From an optimization exercise on the open Yosys and OpenROAD flow, aimed at small area, a short achievable clock period and few clock cycles per item; shortcuts taken in it are not production practice.
Function was checked by simulation only, so behaviour that the tests miss may differ from the original.
Power figures rest on the tool's default switching activity, not on a simulated workload.

== the reference run ==
Design linear_probe_endpoint_table, start of the top module:
module linear_probe_endpoint_table (
   input  logic                           clock,
   input  logic                           reset,
   input  logic                           req_valid,
   output logic                           req_ready,
   input  logic [lpet_pkg::CMD_BITS-1:0]  req_command,
   input  logic [lpet_pkg::KEY_BITS-1:0]  req_key,
   input  logic [lpet_pkg::HALF_BITS-1:0] req_descriptor,
   input  logic [lpet_pkg::HALF_BITS-1:0] req_send_handle,
   input  logic [lpet_pkg::HALF_BITS-1:0] req_done_handle,
   output logic                           rsp_valid,
   input  logic                           rsp_ready,
   output logic [lpet_pkg::SLOT_OUT_BITS-1:0] rsp_slot,
   output logic                           rsp_found,
   output logic                           rsp_table_full,
   output logic [lpet_pkg::HALF_BITS-1:0] rsp_descriptor_out,
   output logic [lpet_pkg::HALF_BITS-1:0] rsp_send_handle_out,
   output logic [lpet_pkg::HALF_BITS-1:0] rsp_done_handle_out
);
==> module linear_probe_endpoint_table, before the edit <==
module linear_probe_endpoint_table (
   input  logic                           clock,
   input  logic                           reset,
   input  logic                           req_valid,
   output logic                           req_ready,
   input  logic [lpet_pkg::CMD_BITS-1:0]  req_command,
   input  logic [lpet_pkg::KEY_BITS-1:0]  req_key,
   input  logic [lpet_pkg::HALF_BITS-1:0] req_descriptor,
   input  logic [lpet_pkg::HALF_BITS-1:0] req_send_handle,
   input  logic [lpet_pkg::HALF_BITS-1:0] req_done_handle,
   output logic                           rsp_valid,
   input  logic                           rsp_ready,
   output logic [lpet_pkg::SLOT_OUT_BITS-1:0] rsp_slot,
   output logic                           rsp_found,
   output logic                           rsp_table_full,
   output logic [lpet_pkg::HALF_BITS-1:0] rsp_descriptor_out,
   output logic [lpet_pkg::HALF_BITS-1:0] rsp_send_handle_out,
   output logic [lpet_pkg::HALF_BITS-1:0] rsp_done_handle_out
);
   localparam int N    = TABLE_SLOTS;
   localparam int DW   = 3 * HALF_BITS;
   localparam int PW   = IDX_BITS + 2;      
   localparam int QD   = 4;                 
   logic [N-1:0]          valid_ff;
   logic [KEY_BITS-1:0]   key_ff [N];
   logic [DW-1:0]         dat_ff [N];
   logic                  s1_v_ff;
   logic [CMD_BITS-1:0]   s1_cmd_ff;
   logic                  s1_ins_ff;       
   logic [KEY_BITS-1:0]   s1_key_ff;
   logic [DW-1:0]         s1_dat_ff;
   logic [N-1:0]          we_ff;           
   logic [N-1:0]          eq_ff;           
   logic [N-1:0]          wprev_ff;        
   logic                  eqprev_ff;       
   logic                  r2_v_ff;
   logic [N-1:0]          r2_sel_ff;
   logic                  r2_full_ff;
   logic [QD-1:0]         qv_ff;
   logic [PW-1:0]         q_ff [QD];
   logic [IDX_BITS-1:0]   out_slot_ff;
   logic                  out_found_ff;
   logic                  out_full_ff;
   logic [DW-1:0]         out_dat_ff;
   logic                  ready_ff;
   logic                  accept;
   logic                  zero_in;
   logic [IDX_BITS-1:0]   start_in;
   logic [N-1:0]          free_nx;
   logic [N-1:0]          ins_sel_in;
   logic [N-1:0]          we_in;
   logic                  eq_prev_in;
   logic [N-1:0]          eq_in;
   assign accept     = req_valid && ready_ff;
   assign zero_in    = (req_key == '0);
   assign free_nx    = ~valid_ff & ~we_ff;
   assign eq_prev_in = (req_key == s1_key_ff);
   lpet_mod_unit u_mod (
      .key_in (req_key),
      .rem    (start_in)
   );
   lpet_slot_ram u_ins (.m(free_nx), .s(start_in), .sel(ins_sel_in));
   assign we_in = (accept && (req_command == CMD_INSERT) && !zero_in) ? ins_sel_in : '0;
   always_comb begin
      for (int j = 0; j < N; j++) begin
         eq_in[j] = valid_ff[j] && (key_ff[j] == req_key);
      end
   end
   logic [N-1:0]          srch_sel;
   logic [N-1:0]          res_sel;
   lpet_slot_ram u_srch (.m(eq_ff | (eqprev_ff ? wprev_ff : '0)),
                         .s(s1_key_ff[IDX_BITS-1:0]), .sel(srch_sel));
   assign res_sel = (s1_cmd_ff == CMD_INSERT) ? we_ff : srch_sel;
   always_ff @(posedge clock) begin
      if (reset) begin
         valid_ff <= '0;
         we_ff    <= '0;
      end else begin
         valid_ff <= valid_ff | we_ff;
         we_ff    <= we_in;
      end
      eq_ff     <= eq_in;
      wprev_ff  <= we_ff;
      eqprev_ff <= eq_prev_in;
      s1_cmd_ff <= req_command;
      s1_ins_ff <= (req_command == CMD_INSERT) && !zero_in;
      s1_key_ff <= req_key;
      s1_dat_ff <= {req_descriptor, req_send_handle, req_done_handle};
      for (int j = 0; j < N; j++) begin
         if (we_ff[j]) begin
            key_ff[j] <= s1_key_ff;
            dat_ff[j] <= s1_dat_ff;
         end
      end
      r2_sel_ff  <= res_sel;
      r2_full_ff <= s1_ins_ff && (we_ff == '0);
   end
   logic [IDX_BITS-1:0]   r2_slot;
   logic [PW-1:0]         r2_res;
   logic                  pop;
   logic [QD-1:0]         qv_pop;          
   logic [QD-1:0]         qv_in;
   logic                  out_load;
   logic [PW-1:0]         head;            
   logic [N-1:0]          rd_sel;
   logic [DW-1:0]         rd_dat;
   always_comb begin
      r2_slot = '0;
      for (int j = 0; j < N; j++) begin
         if (r2_sel_ff[j]) r2_slot = r2_slot | IDX_BITS'(j);
      end
      r2_res = {r2_full_ff, |r2_sel_ff, r2_slot};
   end
   assign pop    = qv_ff[0] && rsp_ready;
   assign qv_pop = pop ? {1'b0, qv_ff[QD-1:1]} : qv_ff;
   always_comb begin
      for (int i = 0; i < QD; i++) begin
         qv_in[i] = qv_pop[i] || (r2_v_ff && ((i == 0) || qv_pop[(i == 0) ? 0 : i - 1]));
      end
   end
   assign out_load = pop || !qv_ff[0];
   always_comb begin
      if (!out_load) begin
         head = q_ff[0];
      end else if (qv_ff[1]) begin
         head = q_ff[1];
      end else begin
         head = r2_res;
      end
      for (int j = 0; j < N; j++) begin
         if (!out_load) begin
            rd_sel[j] = q_ff[0][IDX_BITS] && (q_ff[0][IDX_BITS-1:0] == IDX_BITS'(j));
         end else if (qv_ff[1]) begin
            rd_sel[j] = q_ff[1][IDX_BITS] && (q_ff[1][IDX_BITS-1:0] == IDX_BITS'(j));
         end else begin
            rd_sel[j] = r2_sel_ff[j];
         end
      end
      rd_dat = '0;
      for (int j = 0; j < N; j++) begin
         if (rd_sel[j]) rd_dat = rd_dat | dat_ff[j];
      end
   end
   always_ff @(posedge clock) begin
      if (reset) begin
         s1_v_ff  <= 1'b0;
         r2_v_ff  <= 1'b0;
         qv_ff    <= '0;
         ready_ff <= 1'b1;
      end else begin
         s1_v_ff  <= accept;
         r2_v_ff  <= s1_v_ff;
         qv_ff    <= qv_in;
         ready_ff <= !qv_in[3] && !(qv_in[2] && (accept || s1_v_ff)) &&
                     !(qv_in[1] && accept && s1_v_ff);
      end
      for (int i = 0; i < QD; i++) begin
         if (r2_v_ff && !qv_pop[i] && ((i == 0) || qv_pop[(i == 0) ? 0 : i - 1])) begin
            q_ff[i] <= r2_res;
         end else if (pop && (i < QD - 1)) begin
            q_ff[i] <= q_ff[(i < QD - 1) ? i + 1 : i];
         end
      end
      out_slot_ff  <= head[IDX_BITS-1:0];
      out_found_ff <= head[IDX_BITS];
      out_full_ff  <= head[IDX_BITS+1];
      out_dat_ff   <= rd_dat;
   end
   assign req_ready           = ready_ff;
   assign rsp_valid           = qv_ff[0];
   assign rsp_slot            = out_slot_ff;
   assign rsp_found           = out_found_ff;
   assign rsp_table_full      = out_full_ff;
   assign rsp_descriptor_out  = out_dat_ff[3*HALF_BITS-1:2*HALF_BITS];
   assign rsp_send_handle_out = out_dat_ff[2*HALF_BITS-1:HALF_BITS];
   assign rsp_done_handle_out = out_dat_ff[HALF_BITS-1:0];
endmodule
make LEC_CHECK=0 CAP_MARGIN=20 CORE_MARGIN=2 CORE_UTILIZATION=50 CTS_CLUSTER_DIAMETER=100 CTS_CLUSTER_SIZE=30 SETUP_SLACK_MARGIN=2.8 SLEW_MARGIN=20 TNS_END_PERCENT=20 finish   # period 5.0 ns
run.sh (not shown) runs the stock make flow with config.mk's settings and CLKGATE_MAP_FILE= SYNTH_SCRIPT=/design/flow/synth_recipe.tcl, a recipe that flattens the netlist after the stock synthesis.
Testbench counts of the reference run, summed over its fixed seeds: cycles 6,528, items 6,144.
For the trial run, these inputs were changed with respect to the reference run:
--- a/flow/design.v
+++ b/flow/design.v
@@ -99,6 +99,7 @@
    localparam int PW   = IDX_BITS + 2;      
    localparam int QD   = 4;                 
    logic [N-1:0]          valid_ff;
+   logic [N-1:0]          first_ff;        
    logic [KEY_BITS-1:0]   key_ff [N];
    logic [DW-1:0]         dat_ff [N];
    logic                  s1_v_ff;
@@ -107,9 +108,6 @@
    logic [KEY_BITS-1:0]   s1_key_ff;
    logic [DW-1:0]         s1_dat_ff;
    logic [N-1:0]          we_ff;           
-   logic [N-1:0]          eq_ff;           
-   logic [N-1:0]          wprev_ff;        
-   logic                  eqprev_ff;       
    logic                  r2_v_ff;
    logic [N-1:0]          r2_sel_ff;
    logic                  r2_full_ff;
@@ -126,28 +124,23 @@
    logic [N-1:0]          free_nx;
    logic [N-1:0]          ins_sel_in;
    logic [N-1:0]          we_in;
-   logic                  eq_prev_in;
-   logic [N-1:0]          eq_in;
    assign accept     = req_valid && ready_ff;
    assign zero_in    = (req_key == '0);
    assign free_nx    = ~valid_ff & ~we_ff;
-   assign eq_prev_in = (req_key == s1_key_ff);
    lpet_mod_unit u_mod (
       .key_in (req_key),
       .rem    (start_in)
    );
    lpet_slot_ram u_ins (.m(free_nx), .s(start_in), .sel(ins_sel_in));
    assign we_in = (accept && (req_command == CMD_INSERT) && !zero_in) ? ins_sel_in : '0;
-   always_comb begin
-      for (int j = 0; j < N; j++) begin
-         eq_in[j] = valid_ff[j] && (key_ff[j] == req_key);
-      end
-   end
-   logic [N-1:0]          srch_sel;
+   logic [N-1:0]          eq;              
    logic [N-1:0]          res_sel;
-   lpet_slot_ram u_srch (.m(eq_ff | (eqprev_ff ? wprev_ff : '0)),
-                         .s(s1_key_ff[IDX_BITS-1:0]), .sel(srch_sel));
-   assign res_sel = (s1_cmd_ff == CMD_INSERT) ? we_ff : srch_sel;
+   always_comb begin
+      for (int j = 0; j < N; j++) begin
+         eq[j] = valid_ff[j] && (key_ff[j] == s1_key_ff);
+      end
+   end
+   assign res_sel = (s1_cmd_ff == CMD_INSERT) ? we_ff : (eq & first_ff);
    always_ff @(posedge clock) begin
       if (reset) begin
          valid_ff <= '0;
@@ -156,17 +149,15 @@
          valid_ff <= valid_ff | we_ff;
          we_ff    <= we_in;
       end
-      eq_ff     <= eq_in;
-      wprev_ff  <= we_ff;
-      eqprev_ff <= eq_prev_in;
       s1_cmd_ff <= req_command;
       s1_ins_ff <= (req_command == CMD_INSERT) && !zero_in;
       s1_key_ff <= req_key;
       s1_dat_ff <= {req_descriptor, req_send_handle, req_done_handle};
       for (int j = 0; j < N; j++) begin
          if (we_ff[j]) begin
-            key_ff[j] <= s1_key_ff;
-            dat_ff[j] <= s1_dat_ff;
+            key_ff[j]   <= s1_key_ff;
+            dat_ff[j]   <= s1_dat_ff;
+            first_ff[j] <= (eq == '0);
          end
       end
       r2_sel_ff  <= res_sel;
- Per the comparison of the trial run with the reference run, worst reg-to-reg path cell count increased 3; maximum number of pins on one net before global-route repair now larger; wire length per cell -about 7%; worst-case setup margin in the final layout shrank by 0.22 ns.
- The arrival time at the worst endpoint of the trial run is higher than that of the reference run.
- Sort the trial run and the reference run by multi-input gate count, descending, and the reference run comes first.
- Diff the trial run and the reference run: effective utilization at floorplan higher in the reference run
- The trial run vs the reference run — non-clock buffer area fraction after layout rose 0.23 points.
- The trial run: cell area after synthesis is 2.3% lower than what the reference run reported.
- The cell with the largest stage delay on the worst path comes out sky130_fd_sc_hd__a221o_4 in one run and sky130_fd_sc_hd__nor4_1 in the other, namely in the trial run and the reference run respectively.
- Post-synthesis simple-gate area fraction, the trial run and the reference run: smaller value in the trial run
- Where power is concerned, the reference run is outperformed by the trial run.
- Compared with the reference run, the trial run shows proportion of layout cells with a drive suffix above 1 lower by 0.26 points.
- Number of fill cells delta for the trial run relative to the reference run: about 2.7% lower
- For area used by sequential logic in the layout, the trial run and the reference run come out practically identical.
Testbench counts of the trial run, summed over its fixed seeds: cycles 6,528, items 6,144.

what the ideal ports hide:
In the flow no input, the clock included, has a driving cell. The finished layouts below were timed again as built, in two steps. Step 1 assumes that a clkbuf_16 drives the clock port and a buf_2 every other input. Step 2 adds t to the input delays and takes it off the output delays; t is the mean of the earliest and latest rising clock arrival at the registers after step 1. Input paths then give back, and output paths get back, about the clock's delay inside the block. Slacks: no drivers / after step 1 / after step 2; pairs: no drivers / after step 1.
run	shift t [ns]	setup WS [ns]	pins driven straight from the clock port
the reference run	0.785	2.617 / 2.588 / 1.879	1
the trial run	0.785	2.401 / 2.401 / 1.683	1
After both steps setup and hold are still met in every run listed. The setup slack of the reference run, which loses most, moves by -0.029 ns with the drivers and by -0.738 ns with both steps.
